Source: an optimization exercise on an open RTL-to-GDS flow (aim: small area). Production flows keep margins and buffers that such runs may drop. At most, simulation tests tie the RTL to the original design; equivalence was not proved. Function not checked in run 2: the RTL went through the layout flow alone. Power figures rest on the tool's default switching activity, not on a simulated workload.

## design/flow/standard.sh

```bash
#!/bin/bash
# synth_recipe.tcl (not shown) runs the flow's synth.tcl, then flattens the netlist and writes it again
# the make line also repeats each setting of config.mk as NAME=value (left out here)
make -C /OpenROAD-flow-scripts/flow DESIGN_CONFIG=/design/flow/config.mk WORK_HOME=/design/flow/orfs CLKGATE_MAP_FILE= SYNTH_SCRIPT=/design/flow/synth_recipe.tcl "${@:-finish}"
```

## design/flow/design.v

```verilog
`default_nettype none
package sampler_pkg;
    localparam int N_CH            = 16;   
    localparam int WINDOW          = 64;   
    localparam int SYNC_STAGES_DEF = 2;    
    typedef logic [N_CH-1:0] ch_bits_t;
    typedef logic [WINDOW-1:0] window_t;
    typedef window_t [N_CH-1:0] frame_t;
    typedef struct packed {
        logic   ready;   
        frame_t frame;   
    } capture_t;
endpackage
`default_nettype wire
`timescale 1ns/10ps
`default_nettype none
module pulse_sync (
    input  logic clk_500,
    input  logic rst,
    input  logic pulse_n,   
    output logic det_n      
);
    logic s0_q;    
    logic s1_q;    
    logic s2_q;    
    logic s3_q;    
    logic s4_nq;   
    always_ff @(posedge clk_500) begin
        s0_q  <= ~(rst | pulse_n);
        s1_q  <= s0_q;
        s2_q  <= s1_q;
        s3_q  <= s2_q;
        s4_nq <= ~s3_q;
    end
    assign det_n = ~(s3_q & s4_nq);
endmodule
`default_nettype wire
`timescale 1ns/10ps
`default_nettype none
module window_shifter (
    input  logic                  clk_500,
    input  logic                  rst,
    input  sampler_pkg::ch_bits_t det_n,    
    output logic [sampler_pkg::N_CH*sampler_pkg::WINDOW-1:0] window_n,   
    output logic [7:1]            lo_q,     
    output logic [9:1]            hi_q,     
    output logic [9:1]            hi_d      
);
    localparam int W = sampler_pkg::WINDOW;
    logic [sampler_pkg::N_CH*W-1:0] hist_nq;   
    always_ff @(posedge clk_500) begin
        for (int c = 0; c < sampler_pkg::N_CH; c++) begin
            hist_nq[c*W +: W] <= {det_n[c], hist_nq[c*W+1 +: W-1]};
        end
    end
    assign window_n = hist_nq;
    assign hi_d = hi_q | ({hi_q[8:1], 1'b1} & {9{lo_q[7]}});
    always_ff @(posedge clk_500) begin
        if (rst) begin
            lo_q <= '0;
            hi_q <= '0;
        end else begin
            lo_q <= lo_q[7] ? 7'd0 : {lo_q[6:1], 1'b1};
            hi_q <= hi_d;
        end
    end
endmodule
`default_nettype wire
`timescale 1ns/10ps
`default_nettype none
module event_capture (
    input  logic                  clk_500,
    input  logic                  rst,
    input  logic [9:1]            hi_d,          
    input  logic                  trig,          
    input  logic                  event_saved,   
    output logic                  ready,         
    output logic [9:0]            ready_age      
);
    localparam int W = sampler_pkg::WINDOW;
    logic       reading_q;   
    logic       waiting_q;   
    logic [9:0] ready_q;     
    always_ff @(posedge clk_500) begin
        if (rst) begin
            reading_q <= 1'b0;
            waiting_q <= 1'b0;
            ready_q   <= '0;
        end else begin
            reading_q <= trig & ~reading_q & ~waiting_q;
            waiting_q <= reading_q | (waiting_q & ~event_saved);
            ready_q   <= {hi_d, 1'b1} & {10{reading_q}};
        end
    end
    assign ready     = ready_q[0];
    assign ready_age = ready_q;
endmodule
`default_nettype wire
`default_nettype none
module take_mask (
    input  logic [9:0]                     ready_age,   
    input  logic [7:1]                     lo_q,        
    output logic [sampler_pkg::WINDOW-1:0] take_n       
);
    localparam int W = sampler_pkg::WINDOW;
    logic [10:0] hi_r;   
    logic [7:0]  lo_ge;  
    assign hi_r  = {1'b0, ready_age};
    assign lo_ge = {lo_q, 1'b1};
    for (genvar b = 0; b < W; b++) begin : g_take
        localparam int K = W + 4 - b;   
        assign take_n[b] = ~(hi_r[K/8+1] | (hi_r[K/8] & lo_ge[K%8]));
    end
endmodule
`default_nettype wire
`timescale 1ns/10ps
`default_nettype none
module sampler_top (
    input  logic                  clk_500,
    input  logic                  rst,
    input  sampler_pkg::ch_bits_t ch_n,          
    input  logic                  trig,          
    input  logic                  event_saved,   
    output sampler_pkg::capture_t evt            
);
    sampler_pkg::ch_bits_t det_n;   
    logic [sampler_pkg::N_CH*sampler_pkg::WINDOW-1:0] window_n;   
    logic [7:1] lo_q;               
    logic [9:1] hi_q;               
    logic [9:1] hi_d;               
    logic       ready;              
    logic [9:0] ready_age;          
    logic [sampler_pkg::WINDOW-1:0] take_n [2];   
    for (genvar c = 0; c < sampler_pkg::N_CH; c++) begin : g_sync
        pulse_sync i_pulse_sync (
            .clk_500 (clk_500),
            .rst     (rst),
            .pulse_n (ch_n[c]),
            .det_n   (det_n[c])
        );
    end
    window_shifter i_window_shifter (
        .clk_500  (clk_500),
        .rst      (rst),
        .det_n    (det_n),
        .window_n (window_n),
        .lo_q     (lo_q),
        .hi_q     (hi_q),
        .hi_d     (hi_d)
    );
    event_capture i_event_capture (
        .clk_500     (clk_500),
        .rst         (rst),
        .hi_d        (hi_d),
        .trig        (trig),
        .event_saved (event_saved),
        .ready       (ready),
        .ready_age   (ready_age)
    );
    for (genvar h = 0; h < 2; h++) begin : g_mask
        take_mask i_take_mask (
            .ready_age (ready_age),
            .lo_q      (lo_q),
            .take_n    (take_n[h])
        );
    end
    logic [sampler_pkg::N_CH*sampler_pkg::WINDOW-1:0] frame;
    for (genvar i = 0; i < sampler_pkg::N_CH*sampler_pkg::WINDOW; i++) begin : g_out
        evt_gate i_evt_gate (
            .win_n  (window_n[i]),
            .take_n (take_n[i / (sampler_pkg::N_CH*sampler_pkg::WINDOW/2)][i % sampler_pkg::WINDOW]),
            .evt    (frame[i])
        );
    end
    assign evt = {ready, frame};
endmodule
`default_nettype wire
`default_nettype none
module evt_gate (
    input  logic win_n,    
    input  logic take_n,   
    output logic evt       
);
    assign evt = ~(win_n | take_n);
endmodule
`default_nettype wire
```

## design/flow/flow/run.sh

```bash
#!/bin/bash
# Standard ORFS layout (standard.sh, unchanged synthesis) with three changes:
#  - the port buffers are the smallest buffer (buf_1) instead of the delay
#    buffer buffer_ports picks by default;
#  - pins may sit one routing track apart, so a small square die fits all
#    1045 ports;
#  - CTS uses clkbuf_8 with larger sink clusters and inserts no dummy loads.
# Each ORFS step logs to orfs/logs/; make's own output goes to standard.log.
set -uo pipefail
export BUFFER_PORTS_ARGS="-buffer_cell sky130_fd_sc_hd__buf_1"
export PLACE_PINS_ARGS="-min_distance 1 -min_distance_in_tracks"
export CTS_ARGS="-sink_clustering_enable -repair_clock_nets -dont_use_dummy_load -buf_list {sky130_fd_sc_hd__clkbuf_8} -sink_clustering_size 21 -sink_clustering_max_diameter 48"
bash standard.sh > standard.log 2>&1
```

## design/flow/config.mk

```make
export PLATFORM = sky130hd
export DESIGN_NAME = sampler_top
export DESIGN_NICKNAME = sampler_top
export VERILOG_FILES = /design/flow/design.v
export SDC_FILE = /design/flow/constraint.sdc
export NUM_CORES = 4
export LEC_CHECK = 0
export ABC_AREA = 1
export ABC_CLOCK_PERIOD_IN_PS = 100000
export CAP_MARGIN = 20
export CORE_AREA = 2 2 214 214
export DIE_AREA = 0 0 216 216
export SETUP_SLACK_MARGIN = 0.05
export SLEW_MARGIN = 20
export SYNTH_HIERARCHICAL = 1
```

## design/flow/constraint.sdc

```tcl
create_clock -name core_clock -period 3.0 [get_ports {clk_500}]
set_input_delay 0.6000 -clock core_clock [delete_from_list [all_inputs] [get_ports {clk_500}]]
set_output_delay 0.6000 -clock core_clock [all_outputs]
set_load 0.01 [all_outputs]
```

==> impl_metrics.json, run 1 <==
{
  "slowest_delay_ns": 0.59,
  "yosysSeqAreaShare_pct": 80.6,
  "finalSetupViolCount": 0,
  "core_area_um2": 44300,
  "rrSetupSlack_ns": 1.67,
  "grt_pass1_vias": 20900,
  "clkPwrFrac_pct": 28.2,
  "gp_congestion": 1.03,
  "grt_overflow": 0,
  "max_cap_violations": 0,
  "cp-end-kind": "output port",
  "syn_nets": 2479,
  "track_usage_pct": 39.3,
  "dp_hpwl_mm": 68.3,
  "synth_area_per_cell_um2": 11.4,
  "area_growth_pct": 19.5,
  "worst-slew-pin-transition_ns": 0.913,
  "fmax_mhz": 349,
  "fin_cells": 4138,
  "cts_tree": "built",
  "cp_cell_sequence": "buf_4 > a21oi_1 > nor2_1 > buf_1",
  "post_cts_buffers": 0,
  "grt_max_degree": 37,
  "grt_pass1_wl_mm": 133,
  "hold_violations": 0,
  "crit_type": "reg2out",
  "ys_types": 17,
  "pwr-share-seq_pct": 71.5,
  "drive_gt1_share_pct": 4.03,
  "synth_cells": 2459,
  "slew_headroom_pct": 39.2,
  "fin_crit_sh_pct": 95.6,
  "fin_skew_ns": 0.0785,
  "crit_family": "buffers and inverters",
  "synth_flop_cell": "dfxtp_1",
  "ys_async_sr_fraction_pct": 0,
  "cp_max_fo": 9,
  "clkTransAtPathRegs_ns": 0.12,
  "synth_edf_count": 0,
  "synth_top_area_share_pct": 80.6,
  "viasPerCell": 5.24,
  "pin_count": 1045,
  "wirelength_mm": 93.9,
  "drt_first_pass_iters": 6,
  "first_iter_violations": 1686,
  "netlist_area_um2": 28100,
  "cts_buffers": 70,
  "drc_errors": 0,
  "synth_most_common_cell": "dfxtp_1",
  "die_h_um": 216,
  "ant_nets": 0,
  "die_w_um": 216,
  "slowest_stage": "dfxtp_2",
  "peakVddDrop_uv": 706,
  "h-tree-depth": 3,
  "slew_violations": 0,
  "clockRootBuffer": "clkbuf_8",
  "status": "timing/DRC/antenna clean",
  "worst-path-buf-inv": 2,
  "switching_share_pct": 20.5,
  "dieArea_um2": 46700,
  "nFillCells": 3178,
  "powerDensity_nw_per_um2": 665,
  "initial_core_util_pct": 63.4,
  "p_leak_nw": 12.9,
  "cts_buffer_depth": 3,
  "ctsHoldBuffers": 0,
  "vias": 21700,
  "intPower_mw": 17.8,
  "synth_seq_cells": 1132,
  "p_sw_mw": 4.57,
  "synth_top_area_cell": "dfxtp_1",
  "hold_class": "in2reg",
  "yosys_warnings": 11,
  "antenna_cells": 0,
  "final_nets": 3568,
  "period_needed_ns": 2.87,
  "synth_common_cells": "1132 x dfxtp_1, 1065 x nor2_1, 109 x a21oi_1, 46 x nand2_1, 36 x inv_1",
  "rsz0062_at_grt": "true",
  "arrival_ns": 2.27,
  "clk_latency_ns": 0.65,
  "post-place-cells": 4068,
  "portBuffers": 1044,
  "fin_setup_tns_ns": 0,
  "p_comb_share_pct": 0.3,
  "antenna_found_initial": 0,
  "rows": 77,
  "synthTopCellsByArea": "dfxtp_1 81%, nor2_1 14%, a21oi_1 1.9%",
  "wl_per_cell_um": 22.7,
  "cts.sinks": 1132,
  "cp_data_required_time_ns": 2.40,
  "critPathLaunchType": "flip-flop"
}
-- power by group through the flow --
stage / registers, mW / clock network [mW] / logic, mW
finish: 16.0 / 6.30 / 0.0652
floorplan: 16.1 / 0 / 0.0568
CTS: 15.9 / 6.34 / 0.0647
global route: 16.0 / 6.93 / 0.0715
global placement: 16.3 / 0 / 0.0613
detailed placement: 16.3 / 0 / 0.0643
-- per-module statistics from Yosys, one instance, submodules excluded --
module          area [um2]  times used  cells inside
evt_gate              3.75        1024             1
pulse_sync             111          16             8
sampler_top           7.51           1             1
window_shifter       21100           1          1092
event_capture          383           1            44
take_mask              512           2            85
-- per-layer routing --
| layer | vias to the layer above | global-route usage (%) | part of all wire [%] |
|---|---|---|---|
| met2 | 1354 | 59.7 | 45 |
| li1 | 9656 | - | - |
| met1 | 10100 | 41.2 | 33 |
| met5 | - | 1.25 | 0.048 |
| met3 | 505 | 16.7 | 11 |
| met4 | 2 | 36.5 | 11 |
-- per-stage QoR --
stage	setup WS [ns]	utilization, %	instance area (um2)	hold slack (ns)	power [mW]
after global placement	0.467	73.5	32600	0.310	16.3
final	0.132	75.8	33600	0.0793	22.3
after detailed placement	0.454	73.5	32600	0.312	16.3
after CTS	0.0778	75.7	33500	0.0446	22.3
after floorplan	1.35	-	28100	0.310	16.2
after global routing	0.0450	75.8	33600	0.0492	23.0
-- logic make-up after synthesis --
| group | count (synthesis) | synth area share [%] |
|---|---|---|
| simple gates | 1120 | 15.1 |
| buf+inv | 86 | 1.99 |
| flops | 1132 | 80.6 |
| compound gates | 121 | 2.31 |
-- final timing paths --
| path | start | to | depth (start not counted) |
|---|---|---|---|
| hold reg to reg | i_window_shifter.hist_nq[417] | i_window_shifter.hist_nq[416] | 0 |
| hold / removal | ch_n[12] | g_sync[12].i_pulse_sync.s0_q | 2 |
| setup reg to reg | i_window_shifter.lo_q[7] | i_event_capture.ready_q[6] | 5 |
| setup / recovery | i_window_shifter.lo_q[3] | evt[297] | 4 |
-- flip-flops by register name, summed over array words and instances (netlist names) --
signal                     cells
g_sync.i_pulse_sync.s0_q      16
g_sync.i_pulse_sync.s1_q      16
g_sync.i_pulse_sync.s2_q      16
g_sync.i_pulse_sync.s3_q      16
g_sync.i_pulse_sync.s4_nq     16
i_event_capture.reading_q      1
i_event_capture.ready_q       10
i_event_capture.waiting_q      1
i_window_shifter.hi_q          9
i_window_shifter.hist_nq    1024
i_window_shifter.lo_q          7
-- placed cells by master (no fill, tap or decap), types with 6 or more instances in the layout --
cell type,netlist,final
dfxtp_1,1132,1124
a21oi_2,12,22
a21oi_1,109,99
clkbuf_8,0,70
dfxtp_4,0,7
nor2_2,6,6
nor2_1,1065,1065
buf_1,0,1032
nand2_1,46,46
buf_4,3,22
inv_1,36,36
clkbuf_2,2,9
-- layout make-up --
class | count | area (um2) | area share [%]
inverters | 38 | 145 | 0.432
multi-input cells | 1241 | 4930 | 14.7
flip-flops and latches | 1132 | 22700 | 67.6
well taps | 592 | 741 | 2.21
repair buffers | 1065 | 4120 | 12.3
clock buffers | 70 | 963 | 2.87
-- repair_timing --
action                     4_1_cts  5_1_grt
gates cloned                     0        0
setup endpoints to repair      379       64
hold endpoints to repair         0        0
gates resized for setup          7       20
==> run 2: changes to the inputs <==
==> design/flow/design.v (replaced) <==
`default_nettype none
package sampler_pkg;
    localparam int N_CH            = 16;   
    localparam int WINDOW          = 64;   
    localparam int SYNC_STAGES_DEF = 2;    
    typedef logic [N_CH-1:0] ch_bits_t;
    typedef logic [WINDOW-1:0] window_t;
    typedef window_t [N_CH-1:0] frame_t;
    typedef struct packed {
        logic   ready;   
        frame_t frame;   
    } capture_t;
    typedef enum logic [1:0] {
        STAND_BY = 2'd0,   
        READING  = 2'd1,   
        WAITING  = 2'd2    
    } read_state_t;
endpackage
`default_nettype wire
`timescale 1ns/10ps
`default_nettype none
module pulse_sync #(
    parameter int SYNC_STAGES = 2   
) (
    input  logic clk_500,
    input  logic rst,
    input  logic pulse_n,   
    output logic det        
);
    logic [SYNC_STAGES-1:0] sync_q;   
    logic                   hist_q;   
    always_ff @(posedge clk_500) begin
        if (rst) begin
            sync_q <= '0;
        end else begin
            sync_q[0] <= ~pulse_n;   
            for (int i = 1; i < SYNC_STAGES; i++) begin
                sync_q[i] <= sync_q[i-1];
            end
        end
    end
    always_ff @(posedge clk_500) begin
        if (rst) begin
            hist_q <= 1'b0;
            det    <= 1'b0;
        end else begin
            hist_q <= sync_q[SYNC_STAGES-1];
            det    <= sync_q[SYNC_STAGES-1] & ~hist_q;   
        end
    end
endmodule
`default_nettype wire
`timescale 1ns/10ps
`default_nettype none
module window_shifter (
    input  logic                  clk_500,
    input  logic                  rst,
    input  sampler_pkg::ch_bits_t det,      
    output sampler_pkg::frame_t   window    
);
    localparam int W = sampler_pkg::WINDOW;
    logic [sampler_pkg::N_CH*W-1:0] window_flat;        
    logic [sampler_pkg::N_CH*W-1:0] window_next_flat;   
    sampler_pkg::frame_t            window_next;
    assign window_flat = window;
    assign window_next = window_next_flat;
    for (genvar c = 0; c < sampler_pkg::N_CH; c++) begin : g_shift
        assign window_next_flat[c*W +: W] = {det[c], window_flat[c*W+1 +: W-1]};   
    end
    always_ff @(posedge clk_500) begin
        if (rst) begin
            window <= '0;   
        end else begin
            window <= window_next;
        end
    end
endmodule
`default_nettype wire
`timescale 1ns/10ps
`default_nettype none
module event_capture (
    input  logic                  clk_500,
    input  logic                  rst,
    input  sampler_pkg::frame_t   window,        
    input  logic                  trig,          
    input  logic                  event_saved,   
    output sampler_pkg::capture_t evt            
);
    sampler_pkg::read_state_t read_state;        
    sampler_pkg::read_state_t read_state_next;
    sampler_pkg::capture_t    evt_next;          
    always_comb begin
        read_state_next = read_state;   
        evt_next        = '0;           
        case (read_state)
            sampler_pkg::STAND_BY: begin
                if (trig) begin
                    read_state_next = sampler_pkg::READING;   
                end
            end
            sampler_pkg::READING: begin
                evt_next.ready  = 1'b1;
                evt_next.frame  = window;
                read_state_next = sampler_pkg::WAITING;
            end
            sampler_pkg::WAITING: begin
                if (event_saved) begin
                    read_state_next = sampler_pkg::STAND_BY;   
                end
            end
            default: begin
                read_state_next = sampler_pkg::STAND_BY;   
            end
        endcase
    end
    always_ff @(posedge clk_500) begin
        if (rst) begin
            read_state <= sampler_pkg::STAND_BY;
            evt        <= '0;   
        end else begin
            read_state <= read_state_next;
            evt        <= evt_next;
        end
    end
endmodule
`default_nettype wire
`timescale 1ns/10ps
`default_nettype none
module sampler_top #(
    parameter int SYNC_STAGES = sampler_pkg::SYNC_STAGES_DEF   
) (
    input  logic                  clk_500,
    input  logic                  rst,
    input  sampler_pkg::ch_bits_t ch_n,          
    input  logic                  trig,          
    input  logic                  event_saved,   
    output sampler_pkg::capture_t evt            
);
    sampler_pkg::ch_bits_t det;      
    sampler_pkg::frame_t   window;   
    for (genvar c = 0; c < sampler_pkg::N_CH; c++) begin : g_sync
        pulse_sync #(
            .SYNC_STAGES (SYNC_STAGES)
        ) i_pulse_sync (
            .clk_500 (clk_500),
            .rst     (rst),
            .pulse_n (ch_n[c]),
            .det     (det[c])
        );
    end
    window_shifter i_window_shifter (
        .clk_500 (clk_500),
        .rst     (rst),
        .det     (det),
        .window  (window)
    );
    event_capture i_event_capture (
        .clk_500     (clk_500),
        .rst         (rst),
        .window      (window),
        .trig        (trig),
        .event_saved (event_saved),
        .evt         (evt)
    );
endmodule
`default_nettype wire
==> design/flow/run.sh (new file) <==
#!/bin/bash
# synth_recipe.tcl (not shown) runs the flow's synth.tcl, then flattens the netlist and writes it again
# the make line also repeats each setting of config.mk as NAME=value (left out here)
make -C /OpenROAD-flow-scripts/flow DESIGN_CONFIG=/design/flow/config.mk WORK_HOME=/design/flow/orfs CLKGATE_MAP_FILE= SYNTH_SCRIPT=/design/flow/synth_recipe.tcl finish
==> design/flow/config.mk (replaced) <==
export PLATFORM = sky130hd
export DESIGN_NAME = sampler_top
export DESIGN_NICKNAME = sampler_top
export VERILOG_FILES = /design/flow/design.v
export SDC_FILE = /design/flow/constraint.sdc
export NUM_CORES = 4
export LEC_CHECK = 0
export CAP_MARGIN = 20
export CORE_MARGIN = 2
export CORE_UTILIZATION = 40
export SLEW_MARGIN = 20
removed: design/flow/flow/run.sh
removed: design/flow/standard.sh
==> run 2 against run 1 <==
Net effect: design area is 130% higher; clock skew is 0.048 ns lower; global-route usage is 20 points lower; sequential share of layout area is 13 points lower; count of clock-buffer cells in the layout is 237 higher; synthesized cell count is 86% higher; setup slack better by 0.41 ns; first-iteration DRC count is 6.6% lower; flip-flop and latch count is 983 higher; via count is 56% higher; critical path depth is 3 lower; critical endpoint is now evt[472]; largest cell class unchanged; largest power group unchanged.
==> impl_metrics.json, run 2 <==
{
  "slowest_stage": "clkdlybuf4s50_1",
  "nFillCells": 12500,
  "synth_most_common_cell": "dfxtp_1",
  "period_needed_ns": 2.46,
  "path_depth": 1,
  "worst-slew-pin-transition_ns": 0.825,
  "core_area_um2": 146000,
  "ant_nets": 0,
  "fmax_mhz": 406,
  "cp_max_fo": 1,
  "cts_tree": "built",
  "r2r_end": "i_event_capture.evt[688]",
  "clkTransAtPathRegs_ns": 0.06,
  "largest_reg_flops": 1025,
  "dp_hpwl_mm": 101,
  "ctsHoldBuffers": 0,
  "mostFrequentLayoutCell": "dfxtp_1",
  "rrSetupSlack_ns": 1.25,
  "cts_resized": 0,
  "hold_depth": 2,
  "p_total_mw": 54.7,
  "antenna_found_initial": 14,
  "initial_core_util_pct": 40.3,
  "wl_per_cell_um": 19.2,
  "cts_buffer_depth": 3,
  "portBuffers": 1044,
  "grt_overflow": 0,
  "drive_gt1_share_pct": 8.76,
  "max_flop_register": "i_event_capture.evt",
  "area_growth_pct": 32.5,
  "p_leak_nw": 27.7,
  "h-tree-depth": 4,
  "post_cts_buffers": 0,
  "synth_seq_cells": 2115,
  "cp_data_required_time_ns": 2.40,
  "slew_headroom_pct": 45.0,
  "first_iter_violations": 1575,
  "syn_nets": 4590,
  "endpoint": "evt[472]",
  "grt_max_degree": 150,
  "grt_pass1_vias": 33700,
  "pin_count": 1045,
  "ys_async_sr_fraction_pct": 0,
  "die_w_um": 387,
  "cp_cell_sequence": "clkdlybuf4s50_1",
  "yosys_warnings": 3,
  "crit_type": "reg2out",
  "finalSetupViolCount": 0,
  "rsz0062_at_grt": "false",
  "synth_flop_cell": "dfxtp_1",
  "mostFrequentLayoutCells": "2115 x dfxtp_1, 1129 x nor2b_1, 1043 x clkdlybuf4s50_1",
  "wirelength_mm": 147,
  "max_cap_violations": 0,
  "cts_buffers": 202,
  "worst-path-buf-inv": 1,
  "hold_violations": 0,
  "crit_family": "buffers and inverters",
  "seq_area_um2": 42300,
  "clockRootBuffer": "clkbuf_16",
  "synth_edf_count": 0,
  "critPathLaunchType": "flip-flop",
  "rows": 140,
  "drt_first_pass_iters": 4,
  "track_usage_pct": 18.9,
  "synthTopCellsByArea": "dfxtp_1 72%, nor2b_1 12%, nor3b_1 11%",
  "final_nets": 5571,
  "cts.sinks": 2115,
  "worstReg2RegStart": "i_event_capture.read_state[1]",
  "status": "timing/DRC/antenna clean",
  "startpoint": "i_event_capture.evt[472]",
  "peakVddDrop_uv": 623,
  "slew_violations": 0,
  "cp-end-kind": "output port",
  "synth_top_area_cell": "dfxtp_1",
  "grt_pass1_wl_mm": 215,
  "clk_latency_ns": 0.80,
  "largestRegisters": "i_event_capture.evt x1025, i_window_shifter.window x1024, g_sync.i_pulse_sync.sync_q x32",
  "netlist_area_um2": 58800,
  "synth_cells": 4570,
  "fin_crit_sh_pct": 82.1,
  "multi_input_area_um2": 14900,
  "yosysSeqAreaShare_pct": 72.0,
  "dieArea_um2": 150000,
  "gp_congestion": 0.819,
  "ys_types": 15,
  "synth_top_area_share_pct": 72.0,
  "vias": 33800,
  "viasPerCell": 4.42,
  "synth_common_cells": "2115 x dfxtp_1, 1129 x nor2b_1, 851 x nor3b_1, 187 x clkbuf_1, 125 x buf_2",
  "drc_errors": 0,
  "reg2reg_depth": 4,
  "arrival_ns": 1.86,
  "powerDensity_nw_per_um2": 702,
  "fin_setup_tns_ns": 0,
  "hold_class": "in2reg",
  "die_h_um": 387,
  "fin_skew_ns": 0.0303,
  "slowest_delay_ns": 0.79,
  "synth_area_per_cell_um2": 12.9
}
[run 2: worst min path at each step]
| stage | from | end | slack (ns) |
|---|---|---|---|
| finish | rst | i_window_shifter.window[933] | 0.28 |
| detailed placement | g_sync[9].i_pulse_sync.hist_q | g_sync[9].i_pulse_sync.det | 0.37 |
| global route | rst | i_window_shifter.window[884] | 0.27 |
| global placement | g_sync[13].i_pulse_sync.hist_q | g_sync[13].i_pulse_sync.det | 0.37 |
| CTS | rst | i_window_shifter.window[883] | 0.24 |
| floorplan | g_sync[0].i_pulse_sync.hist_q | g_sync[0].i_pulse_sync.det | 0.37 |
[run 2: metrics by stage]
stage	hold slack, ns	utilization (%)	instance area, um2	worst slack, ns	cells
2_1_floorplan	0.367	-	58800	1.43	4570
3_3_place_gp	0.372	48.7	71000	0.847	7264
3_5_place_dp	0.373	48.7	71000	0.848	7264
4_1_cts	0.237	53.4	77900	0.438	7638
5_1_grt	0.273	53.4	77900	0.466	7639
6_report	0.283	53.5	77900	0.538	7642
[run 2: area by class of cell]
cell class	count	share of cell area, %
multi-input combinational	2117	19.2
timing repair buffer	1115	14.6
sequential	2115	54.4
tap	1917	3.08
antenna	4	0.0128
clock buffer	307	7.81
clock inverter	67	1.01
[run 2: report_power, final]
| part | internal [mW] | switching [mW] | total (mW) | leakage [nW] |
|---|---|---|---|---|
| clock | 15.0 | 10.6 | 25.6 | 3.40 |
| combinational | 0.182 | 0.765 | 0.947 | 7.28 |
| sequential | 28.1 | 0.0148 | 28.1 | 17.0 |
[run 2: worst reg2reg max path, stage by stage, from the launching register on]
cell	delay (ns)
dfxtp_1	0.41
nand2b_4	0.20
buf_12	0.24
buf_12	0.46
nor3b_1	0.31
[run 2: metal layers]
metal	GRT usage [%]	wire length (um)	vias to the layer above
met5	0	95	-
met4	6.95	4670	14
met3	8.24	13300	225
met2	31.6	69800	863
met1	21.3	58700	16100
li1	-	-	16600
[run 2: logic make-up after synthesis]
kind of cell    Yosys count  synth area share (%)
compound gates            1               0.00851
flops                  2115                  72.0
simple gates           2116                  25.3
buf+inv                 338                  2.60

-- afterwards: timing with drivers on the ports --
The results above use ideal ports. As a check the final layouts listed here were re-extracted and re-timed, cells and wires unchanged.
Step 1, drivers: a clkbuf_16 drives clk_500 and a buf_2 each remaining input, both assumed.
Step 2 adds t to the input delays and takes it off the output delays; t is the mean of the earliest and latest rising clock arrival at the registers after step 1. Input paths then give back, and output paths get back, about the clock's delay inside the block.
Three values: ideal ports, drivers, drivers and shift; two values: the first two.
| run | t (ns) | slack for setup (ns) | worst setup path at the end |
|---|---|---|---|
| run 1 | 0.672 | 0.132 / 0.076 / 0.748 | register to output |
| run 2 | 0.867 | 0.538 / 0.455 / 0.890 | input to register |
After both steps setup and hold are still met in every run listed.
